Background: an optimization exercise with open tools, aiming at small area, a short achievable clock period and few clock cycles. Do not read the settings as production practice. Function was checked by simulation only, so behaviour that the tests miss may differ from the original. No activity file was given, so power comes from the tool's default toggle rates.

Setup of pepper:
// pixel_generator
module pixel_generator (
    input  logic                       s_axi_lite_aclk,
    input  logic                       axi_resetn,
    input  logic [8-1:0] s_axi_lite_araddr,
    output logic                       s_axi_lite_arready,
    input  logic                       s_axi_lite_arvalid,
    input  logic [8-1:0] s_axi_lite_awaddr,
    output logic                       s_axi_lite_awready,
    input  logic                       s_axi_lite_awvalid,
    input  logic                       s_axi_lite_bready,
    output logic [1:0]                 s_axi_lite_bresp,
    output logic                       s_axi_lite_bvalid,
    output logic [31:0]                s_axi_lite_rdata,
    input  logic                       s_axi_lite_rready,
    output logic [1:0]                 s_axi_lite_rresp,
    output logic                       s_axi_lite_rvalid,
    input  logic [31:0]                s_axi_lite_wdata,
    output logic                       s_axi_lite_wready,
    input  logic                       s_axi_lite_wvalid,
    output logic [5:0]                 img_addr,
    input  logic [7:0]                 img_rdata,
    output logic [31:0]                out_stream_tdata,
    output logic [3:0]                 out_stream_tkeep,
    output logic                       out_stream_tlast,
    output logic [0:0]                 out_stream_tuser,
    output logic                       out_stream_tvalid,
    input  logic                       out_stream_tready
);
    logic        start, frame_en_nxt, busy, done, done_set;
    logic        fw_valid, fw_last;
    logic [7:0]  fw_data;
    logic [31:0] frame_count;
    logic [35:0] coefs;
    logic [3:0]  shift;
    axil_regs u_regs (
        .s_axi_lite_aclk, .axi_resetn,
  ...
For scale: ~2800 cells after synthesis, ~870 flip-flops, about 150 I/O pins, roughly 0.037 sq mm of cells after synthesis.
export LEC_CHECK = 0
export ABC_CLOCK_PERIOD_IN_PS = 3000
export CAP_MARGIN = 20
export CORE_MARGIN = 2
export CORE_UTILIZATION = 55
export SLEW_MARGIN = 20
create_clock -name core_clock -period 10.0 [get_ports {s_axi_lite_aclk}]
standard.sh (not shown) runs the stock make flow with config.mk's settings and CLKGATE_MAP_FILE= SYNTH_SCRIPT=/design/flow/synth_recipe.tcl, a recipe that flattens the netlist after the stock synthesis.
==> flow/flow/run.sh <==
#!/bin/bash
# Standard layout with a tighter setup repair target; the SDC and clock period are the standard flow's own.
set -uo pipefail
bash standard.sh SETUP_SLACK_MARGIN=6.9 finish > make_finish.log 2>&1
pepper went all the way through synthesis, placement and routing and the layout is clean on timing, DRC and antenna.
Testbench counts of pepper, summed over its fixed seeds: cycles 7,088.
Input changes introduced in quartz (baseline for comparison: pepper):
# pepper
export LEC_CHECK = 0
export ABC_CLOCK_PERIOD_IN_PS = 3000
export CAP_MARGIN = 20
export CORE_MARGIN = 2
export CORE_UTILIZATION = 55
export SLEW_MARGIN = 20
create_clock -name core_clock -period 10.0 [get_ports {s_axi_lite_aclk}]
# quartz
export LEC_CHECK = 0
export ABC_CLOCK_PERIOD_IN_PS = 3000
export CAP_MARGIN = 20
export CORE_MARGIN = 2
export CORE_UTILIZATION = 40
export CTS_BUF_LIST = sky130_fd_sc_hd__clkbuf_8
export SLEW_MARGIN = 20
create_clock -name core_clock -period 10.0 [get_ports {s_axi_lite_aclk}]
==> flow/flow/run.sh <==
#!/bin/bash
# Standard layout with a tighter setup repair target; the SDC and clock period are the standard flow's own.
set -uo pipefail
bash standard.sh SETUP_SLACK_MARGIN=6.7 finish > make_finish.log 2>&1
quartz: all stages complete, timing, DRC and antenna checks passed. Compared pepper against quartz; XOR/XNOR share of the synthesized area within noise. Compared with pepper, quartz shows largest fanout on the critical path lower by 1. Worst relative slew slack for quartz is lower than for pepper. Sort pepper and quartz by area of the multi-input gates desc -> top: pepper.

========
pixel_generator again, from the RTL that the note above started with.
clock: 10.0 ns
lec_check: 0
abc_clock_period_in_ps: 3000
cap_margin: 20
core_margin: 2
core_utilization: 40
cts_cluster_diameter: 60
cts_cluster_size: 25
slew_margin: 20
==> flow/flow/run.sh <==
#!/bin/bash
# Standard layout with a tighter setup repair target; the SDC and clock period are the standard flow's own.
set -uo pipefail
bash standard.sh SETUP_SLACK_MARGIN=7.0 finish > make_finish.log 2>&1
Testbench counts at the start, summed over its fixed seeds: cycles 7,088.
Then changed:
==> flow/flow/run.sh (replaced) <==
#!/bin/bash
# Standard layout with a tighter setup repair target and no dummy loads in the clock tree;
# the SDC and clock period are the standard flow's own.
set -uo pipefail
bash standard.sh SETUP_SLACK_MARGIN=6.7 "CTS_ARGS=-sink_clustering_enable -repair_clock_nets -dont_use_dummy_load" finish > make_finish.log 2>&1
- CORE_UTILIZATION: 40 -> 55
- CTS_CLUSTER_DIAMETER: 60 -> unset
- CTS_CLUSTER_SIZE: 25 -> unset
The new run ran to the end with no violations. Setup slack loses 98 ps. Global-route usage went up by 5.9 points. Die area went down by 27%.
Then changed:
==> flow/flow/run.sh (replaced) <==
#!/bin/bash
# Standard layout with a tighter setup repair target; the SDC and clock period are the standard flow's own.
set -uo pipefail
bash standard.sh SETUP_SLACK_MARGIN=6.7 finish > make_finish.log 2>&1
- CORE_UTILIZATION: 55 -> 65
What happened:
- core utilization goes up by 13 points
- first-iteration DRC count goes up by about a fifth
- flip-flop and latch count stays the same
- cell area goes up slightly
- clock-buffer cell count goes up by 23
- power goes up by a few percent
- worst setup slack is worse by 4.5 ps
- via count goes up by a few percent
- wire length goes up by a few percent
- synthesized area stays the same
Then changed:
- CORE_UTILIZATION: 65 -> 55
Total power falls by about 0.5%.
Utilization falls by 12 points.
Sequential power hardly moves.
Routed wire length falls by 1.6%.
Non-clock buffer count falls by 18.
Hold slack is worse by 4.7 ps.
Sequential cell count stays the same.
Setup slack is better by 86 ps.
Via count falls by about 3.3%.

========
Another version of the RTL of pixel_generator (not shown whole).
Size: roughly 860 flip-flops, about 150 I/O pins, ~0.036 mm2 of cells after synthesis.
Settings: LEC_CHECK=0, ABC_CLOCK_PERIOD_IN_PS=3000, CAP_MARGIN=20, CORE_MARGIN=2, CORE_UTILIZATION=50, SLEW_MARGIN=20; clock period 10.0 ns.
==> flow/flow/run.sh <==
#!/bin/bash
# Standard layout with a tighter setup repair target and no dummy loads in the clock tree;
# the SDC and clock period are the standard flow's own.
set -uo pipefail
bash standard.sh SETUP_SLACK_MARGIN=6.7 "CTS_ARGS=-sink_clustering_enable -repair_clock_nets -dont_use_dummy_load" finish > make_finish.log 2>&1
Testbench counts at the start, summed over its fixed seeds: cycles 7,024.
Edit:
==> flow/run.sh (new file) <==
#!/bin/bash
# synth_recipe.tcl (not shown) runs the flow's synth.tcl, then flattens the netlist and writes it again
# the make line also repeats each setting of config.mk as NAME=value (left out here)
make -C /OpenROAD-flow-scripts/flow DESIGN_CONFIG=/design/flow/config.mk WORK_HOME=/design/flow/orfs CLKGATE_MAP_FILE= SYNTH_SCRIPT=/design/flow/synth_recipe.tcl finish
--- a/flow/config.mk
+++ b/flow/config.mk
@@ -11 +11,2 @@
-export CORE_UTILIZATION = 50
+export CORE_UTILIZATION = 55
+export SETUP_SLACK_MARGIN = 5
removed: flow/flow/run.sh
removed: flow/standard.sh
Result: The new run completed with no timing, DRC or antenna violations; wire length went down by 5.1%; setup slack got worse by 1.2 ns; total power went up by 2.9%; combinational power went down by 9.3%; flip-flop and latch count does not change; cell area went down by 1.1%; worst hold slack got worse by 0.030 ns; final cell count went down by about 2%; synthesized cell count does not change; maximum frequency went down by about 26%; count of clock-buffer cells in the layout went up by 37.
Edit:
==> flow/flow/run.sh (new file) <==
#!/bin/bash
# Standard layout with a tighter setup repair target and no dummy loads in the clock tree;
# the SDC and clock period are the standard flow's own.
set -uo pipefail
bash standard.sh SETUP_SLACK_MARGIN=6.7 "CTS_ARGS=-sink_clustering_enable -repair_clock_nets -dont_use_dummy_load" finish > make_finish.log 2>&1
==> flow/standard.sh (new file) <==
#!/bin/bash
# synth_recipe.tcl (not shown) runs the flow's synth.tcl, then flattens the netlist and writes it again
# the make line also repeats each setting of config.mk as NAME=value (left out here)
make -C /OpenROAD-flow-scripts/flow DESIGN_CONFIG=/design/flow/config.mk WORK_HOME=/design/flow/orfs CLKGATE_MAP_FILE= SYNTH_SCRIPT=/design/flow/synth_recipe.tcl "${@:-finish}"
--- a/flow/config.mk
+++ b/flow/config.mk
@@ -9 +9 @@
-export CAP_MARGIN = 20
+export CAP_MARGIN = 0
@@ -12,2 +12 @@
-export SETUP_SLACK_MARGIN = 5
-export SLEW_MARGIN = 20
+export SLEW_MARGIN = 0
removed: flow/run.sh
Result: First-iteration DRC count climbs by 25%. Critical path depth falls by 4. Cell area rises by 0.39%. Cell count fell by 0.77%. Worst setup slack improved by 1.2 ns. Power is lower by about 3.3%. Die area does not change. Combinational power increases by 7.9%.
Edit:
==> flow/flow/run.sh (replaced) <==
#!/bin/bash
# Standard layout with a tighter setup repair target and no dummy loads in the clock tree;
# the SDC and clock period are the standard flow's own.
set -uo pipefail
bash standard.sh SETUP_SLACK_MARGIN=6.6 "CTS_ARGS=-sink_clustering_enable -repair_clock_nets -dont_use_dummy_load" finish > make_finish.log 2>&1
--- a/flow/config.mk
+++ b/flow/config.mk
@@ -9 +9 @@
-export CAP_MARGIN = 0
+export CAP_MARGIN = 20
@@ -12 +12 @@
-export SLEW_MARGIN = 0
+export SLEW_MARGIN = 20
The new run finished with timing, DRC and antenna clean. Total power is about the same. Flip-flop and latch count does not change. Via count falls slightly. Die area does not change.

========
== green ==
Starting RTL as in the previous note.
==> flow/config.mk <==
export PLATFORM = sky130hd
export DESIGN_NAME = pixel_generator
export DESIGN_NICKNAME = pixel_generator
export VERILOG_FILES = /design/flow/design.v
export SDC_FILE = /design/flow/constraint.sdc
export NUM_CORES = 4
export LEC_CHECK = 0
export ABC_CLOCK_PERIOD_IN_PS = 3000
export CAP_MARGIN = 20
export CORE_MARGIN = 2
export CORE_UTILIZATION = 55
export CTS_CLUSTER_DIAMETER = 60
export CTS_CLUSTER_SIZE = 25
export SLEW_MARGIN = 20
==> flow/constraint.sdc <==
create_clock -name core_clock -period 10.0 [get_ports {s_axi_lite_aclk}]
set_input_delay 2.0000 -clock core_clock [delete_from_list [all_inputs] [get_ports {s_axi_lite_aclk}]]
set_output_delay 2.0000 -clock core_clock [all_outputs]
set_load 0.01 [all_outputs]
==> flow/flow/run.sh <==
#!/bin/bash
# Standard layout with a tighter setup repair target and no dummy loads in the clock tree;
# the SDC and clock period are the standard flow's own.
set -uo pipefail
bash standard.sh SETUP_SLACK_MARGIN=6.7 "CTS_ARGS=-sink_clustering_enable -repair_clock_nets -dont_use_dummy_load" finish > make_finish.log 2>&1
Testbench counts of green, summed over its fixed seeds: cycles 7,024.
[inputs] purple vs green
==> flow/flow/run.sh <==
#!/bin/bash
# Standard layout with a tighter setup repair target; the SDC and clock period are the standard flow's own.
set -uo pipefail
bash standard.sh SETUP_SLACK_MARGIN=6.7 finish > make_finish.log 2>&1
-- flow/config.mk --
<<< green, line 12
export CTS_CLUSTER_DIAMETER = 60
export CTS_CLUSTER_SIZE = 25
>>> purple, line 12
Findings:
- purple was carried through to the last stage, and its layout satisfied the timing, DRC and antenna checks.
- purple ends up with a clock-buffer cell count that is about 36% higher than in green.
- When purple is set beside green, its wire length on met1 turns out to be about 0.8% smaller.
- Vias: purple more than green
- Compared with green, in purple total wire length held, count of non-CTS buffers in the layout saw an increase, non-filler instance count after layout has increased, worst setup margin went down by 0.011 ns, layout cell share with drive strength beyond 1 saw an increase.
- On global-route wire length before repair, purple does worse than green.

## afterwards: timing with drivers on the ports
No port has a modelled driver above. Below, the same layouts with a new extraction and two added sets of constraints. Step 1, drivers: a clkbuf_16 drives s_axi_lite_aclk and a buf_2 each remaining input, both assumed. Step 2, shift: input delay + t, output delay - t, t = (earliest + latest rising clock arrival at the registers) / 2. This alone moves slack from input paths to output paths. Slacks: ideal ports / drivers / drivers and shift; pairs: ideal ports / drivers.
run	shift t [ns]	slack for setup (ns)	worst data-port slew with drivers (ns)
pepper	0.701	6.658 / 6.593 / 6.241	0.08
quartz	0.852	6.435 / 6.371 / 5.980	0.11
the first run of note 2	0.695	6.682 / 6.614 / 6.299	0.07
the second run of note 2	0.663	6.584 / 6.518 / 6.134	0.06
the third run of note 2	0.688	6.579 / 6.516 / 6.141	0.05
the fourth run of note 2	0.701	6.666 / 6.600 / 6.038	0.06
the first run of note 3	0.673	6.574 / 6.507 / 6.132	0.08
the second run of note 3	0.692	5.358 / 5.403 / 4.711	0.07
the third run of note 3	0.671	6.587 / 6.516 / 6.091	0.07
the fourth run of note 3	0.671	6.575 / 6.510 / 5.985	0.07
green	0.673	6.584 / 6.513 / 6.061	0.07
purple	0.696	6.574 / 6.506 / 6.022	0.06
After both steps setup and hold are still met in every run listed. The setup slack of the second run of note 3, which loses most, moves by +0.045 ns with the drivers and by -0.647 ns with both steps.
